Background: an optimization exercise with open tools, aiming at small area, a short achievable clock period and few clock cycles per item. Do not read the settings as production practice.
Function was checked by simulation only, so behaviour that the tests miss may differ from the original.
Power figures rest on the tool's default switching activity, not on a simulated workload.

### flow/config.mk
export PLATFORM = sky130hd
export DESIGN_NAME = set_intersection_dedup
export DESIGN_NICKNAME = set_intersection_dedup
export VERILOG_FILES = /design/flow/design.v
export SDC_FILE = /design/flow/constraint.sdc
export NUM_CORES = 4
export LEC_CHECK = 0
export CAP_MARGIN = 20
export CORE_MARGIN = 2
export CORE_UTILIZATION = 40
export CTS_CLUSTER_DIAMETER = 60
export CTS_CLUSTER_SIZE = 20
export SETUP_SLACK_MARGIN = 2.6
export SLEW_MARGIN = 20
### flow/constraint.sdc
create_clock -name core_clock -period 5.0 [get_ports {clk}]
set_input_delay 1.0000 -clock core_clock [delete_from_list [all_inputs] [get_ports {clk}]]
set_output_delay 1.0000 -clock core_clock [all_outputs]
set_load 0.01 [all_outputs]
### flow/design.v
module set_intersection_dedup (
  input  logic        clk,
  input  logic        rst,
  input  logic        start,
  output logic        busy,
  input  logic [1:0]  opcode,
  input  logic signed [31:0] value,
  output logic        strobe,
  output logic signed [31:0] common_value,
  output logic        last,
  output logic        none_found,
  output logic        overflow
);
  localparam int N = 32;
  localparam int W = 32;
  logic         v1;
  logic [1:0]   op1;
  logic [W-1:0] val1;
  logic [W-1:0] val1s;       
  logic         s2_first;    
  logic         s2_second;   
  logic         s2_comp;     
  logic         s2_fk;       
  logic         s2_sk;       
  logic [W-1:0] val2;
  localparam int G  = 4;      
  localparam int GW = 32 / G;
  logic [G-1:0][N-1:0] fm2;   
  logic [G-1:0][N-1:0] sm2;   
  logic         eq2;         
  logic         y_newf;      
  logic         y_ins;       
  logic         y_news;      
  logic         y_comp;      
  logic [W-1:0] fmem [N];
  logic [W-1:0] smem [N];
  logic [N-1:0] fvalid;      
  logic [N-1:0] svalid;      
  logic [N-1:0] fhit;
  logic [5:0]   fcount;      
  logic [5:0]   hitcnt;      
  logic         hitinc;      
  logic         dropped;
  logic [N-1:0] rest;        
  logic [N-1:0] sel;         
  logic [5:0]   rem;
  logic         e_none;
  logic         e_ovf;
  logic         r_strobe;
  logic [W-1:0] r_value;
  logic         r_last;
  logic         r_none;
  logic         r_ovf;
  logic take;
  assign take = start && !busy;
  logic [G-1:0][N-1:0] fm1;
  logic [G-1:0][N-1:0] sm1;
  always_comb begin
    for (int i = 0; i < N; i++) begin
      for (int g = 0; g < G; g++) begin
        fm1[g][i] = (fmem[i][g*GW +: GW] == val1[g*GW +: GW]);
        sm1[g][i] = (smem[i][g*GW +: GW] == val1s[g*GW +: GW]);
      end
      fm1[0][i] = fm1[0][i] && fval[i];
      sm1[0][i] = sm1[0][i] && svalid[i];
    end
  end
  logic [N-1:0] fm2a, sm2a;   
  always_comb begin
    fm2a = fm2[0];
    sm2a = sm2[0];
    for (int g = 1; g < G; g++) begin
      fm2a = fm2a & fm2[g];
      sm2a = sm2a & sm2[g];
    end
  end
  logic is_first, is_second, is_comp;
  logic ffull, sfull;
  assign is_first  = s2_first;
  assign is_second = s2_second;
  assign is_comp   = s2_comp;
  assign ffull     = fcount[5];
  assign sfull     = svalid[N-1];
  logic [N-1:0] fptr;        
  logic [N-1:0] ftop;        
  logic [N-1:0] fval;        
  assign ftop = fptr & {N{y_newf}};
  assign fval = fvalid | ftop;
  logic [N-1:0] fhit_eff;
  assign fhit_eff = fhit | (ftop & {N{y_ins}});
  logic [N-1:0] fmx;
  logic         dup, in_s, new_hit;
  assign fmx     = y_comp ? '0 : (fm2a | (ftop & {N{eq2}}));
  assign dup     = |fmx;
  assign in_s    = !y_comp && ((|sm2a) || (eq2 && y_news));
  assign new_hit = |(fmx & ~fhit_eff);
  logic add_f, add_s;
  assign add_f = s2_fk && !dup;
  assign add_s = s2_sk;
  logic ffull_nxt, sfull_nxt;
  assign ffull_nxt = !is_comp && (ffull || (s2_fk && (fcount == 6'd31)));
  assign sfull_nxt = !is_comp && (sfull || (s2_sk && svalid[N-2]));
  logic [N-1:0] fslot, sslot;
  assign fslot = y_newf ? {fptr[N-2:0], 1'b0} : fptr;
  assign sslot = svalid ^ {svalid[N-2:0], 1'b1};
  always_ff @(posedge clk) begin
    for (int i = 0; i < N; i++) begin
      if (is_first && fslot[i])  fmem[i] <= val2;
      if (is_second && sslot[i]) smem[i] <= val2;
    end
  end
  always_ff @(posedge clk) begin
    for (int i = 0; i < N; i++) begin
      if (is_first && fslot[i])
        fhit[i] <= 1'b0;
      else
        fhit[i] <= fhit_eff[i] || (add_s && fmx[i]);
    end
  end
  localparam int LG = $clog2(N);
  logic [N-1:0] hv;                    
  logic [N-1:0] pa [LG+1];             
  logic [N-1:0] pb [LG+1];             
  always_comb begin
    pa[0] = hv;
    pb[0] = rest;
    for (int k = 0; k < LG; k++) begin
      for (int i = 0; i < N; i++) begin
        pa[k+1][i] = (i >= (1 << k)) ? (pa[k][i] | pa[k][i - (1 << k)]) : pa[k][i];
        pb[k+1][i] = (i >= (1 << k)) ? (pb[k][i] | pb[k][i - (1 << k)]) : pb[k][i];
      end
    end
  end
  assign hv = fvalid & fhit;
  logic [N-1:0] below_a, below_b;      
  assign below_a = {pa[LG][N-2:0], 1'b0};
  assign below_b = {pb[LG][N-2:0], 1'b0};
  logic         any_a;
  logic [N-1:0] tail_new;
  assign any_a    = (hitcnt != 6'd0) || (hitinc && !y_ins);
  assign tail_new = ftop & {N{y_ins}};
  logic [W-1:0] sel_val;
  always_comb begin
    sel_val = '0;
    for (int i = 0; i < N; i++)
      sel_val = sel_val | (fmem[i] & {W{sel[i]}});
  end
  logic [5:0] rem_nxt, hits;
  assign hits = hitcnt + {5'd0, hitinc};
  always_comb begin
    if (is_comp)
      rem_nxt = (hits == 6'd0) ? 6'd1 : hits;
    else if (rem != 6'd0)
      rem_nxt = rem - 6'd1;
    else
      rem_nxt = 6'd0;
  end
  logic adv1, c1_stay, c2_nxt, c1_nxt;
  assign adv1    = (op1 != 2'd2) || (rem_nxt[5:1] == 5'd0);
  assign c1_stay = v1 && (op1 == 2'd2) && !adv1;
  assign c2_nxt  = v1 && (op1 == 2'd2) && adv1;
  assign c1_nxt  = take ? (opcode == 2'd2) : c1_stay;
  always_ff @(posedge clk) begin
    val1 <= value;
    if (take) val1s <= value;
    if (take) op1 <= opcode;
    val2 <= val1;
    fm2  <= fm1;
    sm2  <= sm1;
    eq2  <= (val1 == val2);
    if (rst) begin
      v1      <= 1'b0;
      s2_first  <= 1'b0;
      s2_second <= 1'b0;
      s2_comp   <= 1'b0;
      s2_fk     <= 1'b0;
      s2_sk     <= 1'b0;
      busy    <= 1'b0;
      y_newf  <= 1'b0;
      y_ins   <= 1'b0;
      y_news  <= 1'b0;
      y_comp  <= 1'b0;
      fvalid  <= '0;
      fptr    <= N'(1);
      svalid  <= '0;
      fcount  <= '0;
      hitcnt  <= '0;
      hitinc  <= 1'b0;
      dropped <= 1'b0;
      rest    <= '0;
      sel     <= '0;
      rem     <= '0;
      r_strobe <= 1'b0;
      strobe   <= 1'b0;
    end else begin
      v1     <= take ? (opcode != 2'd3) : c1_stay;
      s2_first  <= v1 && adv1 && (op1 == 2'd0);
      s2_second <= v1 && adv1 && (op1 == 2'd1);
      s2_comp   <= v1 && adv1 && (op1 == 2'd2);
      s2_fk     <= v1 && adv1 && (op1 == 2'd0) && !ffull_nxt;
      s2_sk     <= v1 && adv1 && (op1 == 2'd1) && !sfull_nxt;
      busy   <= c1_nxt && (c2_nxt || (rem_nxt > 6'd2));
      y_newf <= add_f;
      y_ins  <= add_f && in_s;
      y_news <= add_s;
      y_comp <= is_comp;
      rem    <= rem_nxt;
      r_strobe <= (rem != 6'd0);
      strobe   <= r_strobe;
      if (is_comp) begin
        fvalid  <= '0;
        fptr    <= N'(1);
        svalid  <= '0;
        fcount  <= '0;
        hitcnt  <= '0;
        hitinc  <= 1'b0;
        dropped <= 1'b0;
        sel     <= any_a ? (hv & ~below_a) : tail_new;
        rest    <= any_a ? ((hv & below_a) | tail_new) : '0;
      end else begin
        sel     <= rest & ~below_b;
        rest    <= rest & below_b;
        hitcnt  <= hits;
        hitinc  <= (add_f && in_s) || (add_s && new_hit);
        if ((is_first && !s2_fk) || (is_second && !s2_sk)) dropped <= 1'b1;
        if (s2_fk) fcount <= fcount + 6'd1;
        fvalid <= fval;
        if (y_newf) fptr <= {fptr[N-2:0], 1'b0};
        if (add_s) svalid <= {svalid[N-2:0], 1'b1};
      end
    end
  end
  always_ff @(posedge clk) begin
    if (is_comp) begin
      e_none <= (hits == 6'd0);
      e_ovf  <= dropped;
    end
    r_value      <= e_none ? '0 : sel_val;
    r_last       <= (rem == 6'd1);
    r_none       <= e_none;
    r_ovf        <= e_ovf;
    common_value <= r_value;
    last         <= r_last;
    none_found   <= r_none;
    overflow     <= r_ovf;
  end
endmodule
### flow/run.sh
#!/bin/bash
# synth_recipe.tcl (not shown) runs the flow's synth.tcl, then flattens the netlist and writes it again
# the make line also repeats each setting of config.mk as NAME=value (left out here)
make -C /OpenROAD-flow-scripts/flow DESIGN_CONFIG=/design/flow/config.mk WORK_HOME=/design/flow/orfs CLKGATE_MAP_FILE= SYNTH_SCRIPT=/design/flow/synth_recipe.tcl finish
==> flow_summary.ini, run 1 <==
[final_layout]
layout-drive-gt1-share_pct = 11.4
final_nets = 7925
multi_input_area_sq_um = 34600
regArea_sq_um = 75100
mostFrequentLayoutCells = edfxtp_1, xnor2_1, nand4_1
n_fill_cell = 24200
final_common_cell = edfxtp_1
syn_to_final_growth_pct = 12.6

[sta]
rsz0062_at_grt = true
slew_headroom_pct = 23.0
final.setup_skew_ps = 65.2
setup-tns-final_ps = 0
hold_viol_final = 0
worst_slew_pin_slew_ps = 1150
finalMaxSlewViolations = 0
setup_viol = 0
min_period_ps = 2690
min_period_over_period_pct = 53.8
clock.fmax_mhz = 372

[critical_path]
crit_chain = buf_4 -> a22o_1 -> a221oi_1 -> nand4_1 -> nor3_1 -> nor2_1
startpoint_type = flip-flop
cp_slowest_cell = dfxtp_2
required_ps = 5740
crit_buf_inv = 1
ff2ff_setup_slack_ps = 2310
critPathCaptureType = flip-flop
crit_path_end = r_value[22]
cp_max_fo = 17
r2r-end = r_value[22]
cp.depth = 6
worstRegToRegCells = 6
cp.arrival_ps = 3430
cpLargestDelayFamily = flip-flops
crit_type = reg -> reg
r2r-start = sel[0]
worstSetupStartpoint = sel[0]
max_stage_delay_ps = 1000

[placed_design]
port_buffers = 73
dp.final_hpwl_mm = 265
place_congestion = 1.01

[floorplan]
die_area_sq_um = 280000
rows = 192
ios = 74
core_sq_um = 274000
fp.dieH_microns = 530
die_w_microns = 530
initial_core_util_pct = 40.3

[job]
maxCapViolCount = 0

[yosys]
ys_types = 69
syn_nets = 7787
synth_edf_count = 2084
synth_ff_type = edfxtp_1
netlist_area_sq_um = 110000
async_flop_share_pct = 0
synth_top_area_cell = edfxtp_1
ys_seq_area_share_pct = 67.8
synth-seq-cells = 2700
ys_top_cells_by_area = edfxtp_1, xnor2_1, dfxtp_1
avgSynthCellArea_sq_um = 14.3
yosys.area.top_type_share_pct = 56.7
syn-instance-count = 7745
ys_warn_count = 5

[clock_tree]
cts_max_level = 4
cts_buffers = 200
cts_hold_buf = 0
root_buffer = clkbuf_16
cts_tree = yes
cts_max_path_buffers = 4
cts.clk_slew.worst_paths_ps = 80
worstSkewPairLatency_ps = 930
clock-sinks = 2700

[global_route]
grt_pass1_wl_mm = 557
grt_max_degree = 68
antenna_found_initial = 37
globalRouteOverflowTotal = 0
grt_usage_pct = 28.6
grt_pass1_vias = 66500

[route]
totalWireLength_mm = 411
avgViaCountPerCell = 6.07
drt_first_iter_violations = 11800
ant_nets = 0
via_count = 71400
wl_per_cell_microns = 35.0
drtPass1Iterations = 8
route.detailed.drc = 0

[worst_hold_path]
hold_class = reg -> reg

[power_and_ir_drop]
ir_worst_vdd_mv = 0.289
leakage_nw = 38.4
powerDensity_nw_per_um2 = 360
power.total_w = 0.0448

[run_status]
status = complete, no violations
## how the worst min path moves through the flow
stage | startpoint | end | slack, ps | depth (start not counted)
2_1_floorplan | r_value[0] | common_value[0] | 310 | 0
3_3_place_gp | r_value[28] | common_value[28] | 310 | 0
3_5_place_dp | r_value[30] | common_value[30] | 310 | 0
4_1_cts | r_value[17] | common_value[17] | 330 | 0
5_1_grt | r_none | none_found | 330 | 0
6_report | r_value[17] | common_value[17] | 330 | 0
## cell families after synthesis
group           Yosys count  share of synthesized area, %
compound gates          787                          5.41
xor+xnor               2120                          16.8
fa+ha+maj                 5                        0.0566
buf+inv                 446                          1.52
flops                  2700                          67.8
mux                      68                         0.617
simple gates           1619                          7.77
## layout make-up
type	instances	area share (%)
sequential	2700	60.4
inverter	13	0.0392
tap	3686	3.71
clock buffer	253	4.39
clock inverter	121	1.15
timing repair buffer	364	2.50
multi-input combinational	4604	27.8
antenna	15	0.0302
## cell usage after synthesis (5+ instances only)
master and instances:
buf_1 136, o31ai_1 8, inv_1 12, o211ai_1 9
ha_1 5, nor4_1 125, nor3b_1 5, a22o_1 129
a21oi_1 87, nor2_1 419, and3_1 51, clkbuf_1 293
a221oi_1 131, nor3_1 63, nor2b_1 40, dfxtp_1 616
nand2_1 134, nand4_1 607, a22oi_1 261, xnor2_1 1729
nand3_1 108, a31oi_1 22, a32oi_1 6, a222oi_1 6
a2111oi_0 6, edfxtp_1 2084, and2_1 37, nand3b_1 5
a211oi_1 46, mux2i_1 67, nor4b_1 5, o22ai_1 14
o21ai_0 28, xor2_1 391
## flip-flops by register name, summed over array words and instances (netlist names), 2 cells and up
register	cells
op1	2
val2	32
sel	32
fptr	32
svalid	32
fm2	128
common_value	32
fcount	6
hitcnt	6
sm2	128
fvalid	32
rest	32
fhit	32
r_value	32
val1	32
smem	1024
fmem	1024
val1s	32
rem	6
## worst register-to-register path: cells and delay by family, from the launching register on
kind,cells,cell delay [ps]
AOI/OAI and AO/OA,2,290
buffers and inverters,1,520
DFF,1,1000
and+or+nand+nor,3,710
## where the power goes
group / internal [W] / switching [W]
Sequential: 0.0242 / 0.000285
Combinational: 0.00103 / 0.00183
Clock: 0.00862 / 0.00881
Total: 0.0339 / 0.0109
## per-stage QoR
stage / worst slack, ps / cells / hold slack, ps / area (sq um) / utilization, %
floorplan: 2610 / 7745 / 310 / 111000 / -
global placement: 1610 / 11300 / 310 / 116000 / 42.4
detailed placement: 1600 / 11300 / 312 / 116000 / 42.4
CTS: 2290 / 11700 / 328 / 124000 / 45.3
global route: 2440 / 11700 / 332 / 124000 / 45.4
finish: 2310 / 11800 / 326 / 124000 / 45.4
## routing by layer
| layer | vias up | global-route usage, % | part of all wire, % |
|---|---|---|---|
| met1 | 36300 | 40.3 | 40 |
| met3 | 944 | 7.88 | 13 |
| li1 | 29000 | - | - |
| met5 | - | 0.427 | 0.070 |
| met2 | 5093 | 41.5 | 42 |
| met4 | 20 | 11.3 | 4.8 |
## repair_timing
item / in CTS / in global routing
pin swaps: 7 / 5
cloned: 5 / 0
hold endpoints to repair: 0 / 0
buffers inserted: 70 / 7
setup endpoints to repair: 1077 / 137
resized for setup: 230 / 43
Testbench counts, summed over its fixed seeds: cycles 9,141, runs 256.
==> run 2, diff against run 1 <==
--- a/flow/config.mk
+++ b/flow/config.mk
@@ -10,5 +10,5 @@
 export CORE_UTILIZATION = 40
 export CTS_CLUSTER_DIAMETER = 60
 export CTS_CLUSTER_SIZE = 20
-export SETUP_SLACK_MARGIN = 2.6
+export SETUP_SLACK_MARGIN = 2.45
 export SLEW_MARGIN = 20
==> run 2 against run 1 <==
- non-clock buffer count fell by 15
- synthesized cell count unchanged
- sequential power hardly changed
- flip-flop and latch count stayed put
- clock skew rose by 12 ps
- clock power fell by 3%
- largest power group unchanged
- worst hold slack lost 2.2 ps
- still clean on timing, DRC and antenna
- utilization is 0.25 points lower
- global-route usage is 0.11 points higher
==> flow_summary.ini, run 2 <==
[worst_hold_path]
hold_class = reg -> reg
hold_depth = 0
min_from = r_value[28]
hold_end = common_value[28]

[sta]
rsz0062_at_grt = true
clock.fmax_mhz = 379
hold_viol_final = 0
worst_slew_pin_slew_ps = 1320
setup-tns-final_ps = 0
min_period_over_period_pct = 52.8
min_period_ps = 2640
finalMaxSlewViolations = 0
slew_headroom_pct = 11.7
final.setup_skew_ps = 77.0
setup_viol = 0

[power_and_ir_drop]
p_switching_w = 0.0106
powerDensity_nw_per_um2 = 357
pwr-share-seq_pct = 55.6
leakage_nw = 38.1
ir_worst_vdd_mv = 0.293
p_clk_share_pct = 38.1
switching_share_pct = 24.0
comb_power_share_pct = 6.2
p_int_w = 0.0336

[route]
route.detailed.drc = 0
wl_per_cell_microns = 35.0
ant_nets = 0
drtPass1Iterations = 6
avgViaCountPerCell = 6.08
drt_first_iter_violations = 11300
via_count = 71200
totalWireLength_mm = 410

[final_layout]
final_nets = 7905
finish.utilization_pct = 45.1
syn_to_final_growth_pct = 12.0
layout.cells.non_filler = 11700
layout-drive-gt1-share_pct = 9.98
final_common_cell = edfxtp_1
top_regs = fmem (1024), smem (1024)
mostFrequentLayoutCells = edfxtp_1, xnor2_1, nand4_1
stdcell_area_sq_um = 124000

[critical_path]
crit_buf_inv = 1
cpLargestDelayFamily = compound AO/OA/AOI/OAI gates
critPathCaptureType = flip-flop
r2r-start = sel[11]
r2r-end = r_value[10]
startpoint_type = flip-flop
cp.arrival_ps = 3360
cp_max_fo = 19
max_stage_delay_ps = 670
crit_type = reg -> reg
cp_slowest_cell = dfxtp_2
required_ps = 5720
crit_chain = buf_4 -> a22o_1 -> a221oi_1 -> nand4_1 -> nor3_2 -> nor2_1
ff2ff_setup_slack_ps = 2360
worstRegToRegCells = 6

[floorplan]
core_sq_um = 274000
die_w_microns = 530
ios = 74
die_area_sq_um = 280000
rows = 192
fp.dieH_microns = 530
initial_core_util_pct = 40.3

[yosys]
yosysMostFrequentCell = edfxtp_1
yosys.area.top_type_share_pct = 56.7
synth-seq-cells = 2700
ys_warn_count = 5
ys_top_cells_by_count = edfxtp_1, xnor2_1, dfxtp_1
ys_top_cells_by_area = edfxtp_1, xnor2_1, dfxtp_1
synth_top_area_cell = edfxtp_1
avgSynthCellArea_sq_um = 14.3
ys_types = 69
synth_ff_type = edfxtp_1
syn-instance-count = 7745
synth_edf_count = 2084
ys_seq_area_share_pct = 67.8
async_flop_share_pct = 0
netlist_area_sq_um = 110000
syn_nets = 7787

[clock_tree]
worstSkewPairLatency_ps = 920
cts_buffers = 197
clock-sinks = 2700
cts_max_level = 4
cts.clk_slew.worst_paths_ps = 80
cts_max_path_buffers = 4
root_buffer = clkbuf_16
cts_tree = yes

[global_route]
grt_pass1_vias = 66800
antenna_found_initial = 47
grt_max_degree = 66
globalRouteOverflowTotal = 0
grt_usage_pct = 28.7
grt_pass1_wl_mm = 559

[placed_design]
placed_cells = 11300
place_congestion = 1.02
port_buffers = 73
dp.final_hpwl_mm = 271
place_area_sq_um = 116000

[job]
maxCapViolCount = 0

[run_status]
status = complete, no violations
## run 2: cells by family (layout without fill, tap and decap cells)
group | after synthesis | count (layout) | synth area share, %
AO/OA/AOI/OAI | 787 | 787 | 5.41
flip-flops | 2700 | 2700 | 67.8
other | 0 | 12 | 0
multiplexers | 68 | 68 | 0.617
adder cells (fa/ha/maj) | 5 | 5 | 0.0566
buffers and inverters | 446 | 718 | 1.52
XOR/XNOR | 2120 | 2120 | 16.8
AND/OR/NAND/NOR | 1619 | 1622 | 7.77
## run 2: through the flow
| step | total power, W | hold slack [ps] | setup WS, ps |
|---|---|---|---|
| floorplan | 0.0267 | 310 | 2320 |
| global placement | 0.0278 | 309 | 1900 |
| detailed placement | 0.0279 | 312 | 1870 |
| CTS | 0.0444 | 326 | 2280 |
| global route | 0.0453 | 334 | 2310 |
| finish | 0.0442 | 324 | 2360 |
## run 2: worst reg2reg max path, delay by kind of cell, from the launching register on
family | cells | cell delay (ps)
and+or+nand+nor | 3 | 580
DFF | 1 | 670
AOI/OAI and AO/OA | 2 | 770
buffers and inverters | 1 | 440
## run 2: repair_timing
action	in CTS	in global routing
setup endpoints to repair	685	95
gates resized for setup	88	25
hold buffers	0	0
pin swaps	5	4
gates cloned	3	0
buffers inserted	31	14
## run 2: layout make-up
| type | instances | area [sq um] |
|---|---|---|
| fillers | 24000 | 150000 |
| flip-flops and latches | 2700 | 75100 |
| multi-input cells | 4602 | 34400 |
| clock buffers | 270 | 5520 |
| well taps | 3686 | 4610 |
| repair buffers | 349 | 3040 |
| clock inverters | 86 | 1030 |
| inverters | 13 | 51.3 |
| diodes | 12 | 30.0 |
## run 2: worst max-delay path by stage
stage	startpoint	to	slack [ps]	cells after the start
3_3_place_gp	rest[2]	sel[23]	1900	6
3_5_place_dp	rst	sel[5]	1870	6
6_report	sel[11]	r_value[10]	2360	6
2_1_floorplan	y_newf	fmem[6][0]	2320	5
4_1_cts	rest[20]	sel[31]	2280	6
5_1_grt	rest[18]	sel[31]	2310	6
## run 2: power groups by stage
stage | Sequential [W] | Combinational (W) | Clock, W
CTS | 0.0246 | 0.00276 | 0.0170
global placement | 0.0251 | 0.00272 | 0
floorplan | 0.0249 | 0.00178 | 0
global route | 0.0246 | 0.00293 | 0.0178
finish | 0.0246 | 0.00275 | 0.0169
detailed placement | 0.0251 | 0.00276 | 0
## run 2: layer usage
metal	track usage, %	routed length (microns)	share of wire, %
met1	40.8	166000	41
met2	41.3	172000	42
met3	7.74	52200	13
met4	11.6	19500	4.7
met5	0	188	0.046
==> run 3, diff against run 2 <==
==> flow/flow/run.sh (new file) <==
#!/bin/bash
# Standard layout, with clock tree synthesis told not to add dummy loads.
set -o pipefail
export CTS_ARGS="-sink_clustering_enable -repair_clock_nets -sink_clustering_size 20 -sink_clustering_max_diameter 60 -dont_use_dummy_load"
bash standard.sh > standard.log 2>&1
==> flow/standard.sh (new file) <==
#!/bin/bash
# synth_recipe.tcl (not shown) runs the flow's synth.tcl, then flattens the netlist and writes it again
# the make line also repeats each setting of config.mk as NAME=value (left out here)
make -C /OpenROAD-flow-scripts/flow DESIGN_CONFIG=/design/flow/config.mk WORK_HOME=/design/flow/orfs CLKGATE_MAP_FILE= SYNTH_SCRIPT=/design/flow/synth_recipe.tcl "${@:-finish}"
--- a/flow/config.mk
+++ b/flow/config.mk
@@ -10,5 +10,5 @@
 export CORE_UTILIZATION = 40
 export CTS_CLUSTER_DIAMETER = 60
 export CTS_CLUSTER_SIZE = 20
-export SETUP_SLACK_MARGIN = 2.45
+export SETUP_SLACK_MARGIN = 2.6
 export SLEW_MARGIN = 20
removed: flow/run.sh
==> run 3 against run 2 <==
- still clean
- total power decreased by 5.1%
- via count decreased by 0.82%
- maximum frequency increased by 0.33%
- cell count decreased by 1.3%
- clock-buffer cell count decreased by 70
- flip-flop and latch count unchanged
- critical path depth increased by 1
- largest power group unchanged
==> flow_summary.ini, run 3 <==
[global_route]
grt_pass1_vias = 66100
grt_pass1_wl_mm = 555
globalRouteOverflowTotal = 0
grt_usage_pct = 28.5
grt_max_degree = 68
antenna_found_initial = 33

[yosys]
ys_types = 69
avgSynthCellArea_sq_um = 14.3
yosys.area.top_type_share_pct = 56.7
yosysMostFrequentCell = edfxtp_1
syn-instance-count = 7745
synth_top_area_cell = edfxtp_1
async_flop_share_pct = 0
ys_warn_count = 5
netlist_area_sq_um = 110000
synth-seq-cells = 2700
ys_top_cells_by_area = edfxtp_1, xnor2_1, dfxtp_1
synth_ff_type = edfxtp_1
ys_seq_area_share_pct = 67.8
synth_edf_count = 2084
ys_top_cells_by_count = edfxtp_1, xnor2_1, dfxtp_1
syn_nets = 7787

[critical_path]
startpoint_type = flip-flop
cp.arrival_ps = 3390
required_ps = 5750
crit_type = reg -> reg
ff2ff_setup_slack_ps = 2370
cp_max_fo = 20
critPathCaptureType = flip-flop

[worst_hold_path]
hold_class = reg -> reg

[route]
drtPass1Iterations = 6
totalWireLength_mm = 410
route.detailed.drc = 0
wl_per_cell_microns = 35.4
drt_first_iter_violations = 11500
avgViaCountPerCell = 6.10
ant_nets = 0
via_count = 70600

[placed_design]
dp.final_hpwl_mm = 265
port_buffers = 73
place_congestion = 1.01
place_area_sq_um = 116000

[sta]
worst_slew_pin_slew_ps = 1150
min_period_ps = 2630
rsz0062_at_grt = true
finalMaxSlewViolations = 0
clock.fmax_mhz = 380
slew_headroom_pct = 23.6
setup-tns-final_ps = 0
min_period_over_period_pct = 52.6
setup_viol = 0
hold_viol_final = 0
final.setup_skew_ps = 119

[floorplan]
die_w_microns = 530
fp.dieH_microns = 530
rows = 192
initial_core_util_pct = 40.3
core_sq_um = 274000
die_area_sq_um = 280000
ios = 74

[clock_tree]
cts.clk_slew.worst_paths_ps = 80
cts_max_path_buffers = 4
clock-sinks = 2700
cts_tree = yes
worstSkewPairLatency_ps = 930
cts_max_level = 4
cts_hold_buf = 0
root_buffer = clkbuf_16
cts_buffers = 200

[power_and_ir_drop]
ir_worst_vdd_mv = 0.277
leakage_nw = 37.5
powerDensity_nw_per_um2 = 343

[final_layout]
finish.utilization_pct = 44.7
syn_to_final_growth_pct = 10.9
final_common_cell = edfxtp_1
top_regs = fmem (1024), smem (1024)
mostFrequentLayoutCells = edfxtp_1, xnor2_1, nand4_1
final_nets = 7919
n_fill_cell = 24300
stdcell_area_sq_um = 122000
layout-drive-gt1-share_pct = 9.88

[job]
maxCapViolCount = 0

[run_status]
status = complete, no violations
-- run 3: cell counts after synthesis --
Identical to the previous run, type by type.
-- run 3: cell type report --
cell class / count / area, sq um / share of cell area (%)
sequential: 2700 / 75100 / 61.3
clock buffer: 200 / 5000 / 4.09
inverter: 13 / 48.8 / 0.0398
tap: 3686 / 4610 / 3.77
multi-input combinational: 4605 / 34600 / 28.3
antenna: 10 / 25.0 / 0.0204
timing repair buffer: 357 / 3020 / 2.46
-- run 3: routing by layer --
| layer | global-route usage (%) | share of wire (%) | up-vias |
|---|---|---|---|
| li1 | - | - | 28700 |
| met1 | 39.8 | 40 | 36100 |
| met2 | 41.4 | 42 | 4796 |
| met3 | 8.12 | 13 | 924 |
| met4 | 11.5 | 4.9 | 20 |
| met5 | 0.427 | 0.085 | - |
-- run 3: critical path, cell delays in order, from the launching register on --
cell	delay, ps
dfxtp_4	570
buf_4	330
and3_1	360
nor2_1	90
a2111oi_2	450
nand4_1	180
nor3_2	360
o22ai_1	140
-- run 3: timing repair --
item                                    4_1_cts  5_1_grt
cloned                                        4        2
endpoints found under the setup margin     1078      122
pin swaps                                     7       11
buffers inserted                             59       12
resized for setup                           226       49
-- run 3: power by group --
part | switching [W] | total (W) | internal [W] | leakage [nW]
Combinational | 0.00183 | 0.00285 | 0.00103 | 11.3
Clock | 0.00754 | 0.0146 | 0.00703 | 2.46
Sequential | 0.000285 | 0.0245 | 0.0242 | 23.8
Total | 0.00965 | 0.0419 | 0.0323 | 37.5
-- run 3: per-stage QoR --
| step | hold slack, ps | instances | setup WS, ps | total power, W |
|---|---|---|---|---|
| finish | 320 | 11600 | 2370 | 0.0419 |
| CTS | 323 | 11500 | 2360 | 0.0421 |
| floorplan | 310 | 7745 | 2610 | 0.0267 |
| global route | 330 | 11600 | 2390 | 0.0430 |
| global placement | 310 | 11300 | 1610 | 0.0278 |
| detailed placement | 312 | 11300 | 1600 | 0.0279 |
-- run 3: final timing paths --
path / start / cells after the start / end
setup reg to reg: y_newf / 7 / hitinc
hold / removal: r_value[17] / 0 / common_value[17]
hold reg to reg: r_value[17] / 0 / common_value[17]
setup / recovery: y_newf / 7 / hitinc
-- run 3: kinds of logic (layout without fill, tap and decap cells) --
| family | Yosys count | count (layout) | synth area share, % |
|---|---|---|---|
| compound gates | 787 | 787 | 5.41 |
| xor+xnor | 2120 | 2120 | 16.8 |
| fa+ha+maj | 5 | 5 | 0.0566 |
| buf+inv | 446 | 570 | 1.52 |
| flops | 2700 | 2700 | 67.8 |
| mux | 68 | 68 | 0.617 |
| other cells | 0 | 10 | 0 |
| simple gates | 1619 | 1625 | 7.77 |

[what the ideal ports hide]
The flow's constraints put no driver on any port. The routed layouts listed below were extracted and timed again, unchanged, in two steps.
Step 1 assumes that a clkbuf_16 drives the clock port and a buf_2 every other input.
Step 2 times the ports against the registers' clock, not the clock port: input delays grow and output delays shrink by t, the midpoint of the rising clock arrivals with the driver on.
Slacks: no drivers / after step 1 / after step 2; pairs: no drivers / after step 1.
run	shift t [ns]	setup WS [ns]	worst slew at a driven data input, ns
run 1	0.999	2.312 / 2.312 / 1.791	0.20
run 2	0.979	2.359 / 2.359 / 1.864	0.14
run 3	0.966	2.368 / 2.368 / 1.914	0.19
After both steps every run listed still meets setup and hold. For run 1, which loses most, drivers alone change the setup slack by 0.000 ns; drivers and shift together by -0.521 ns.
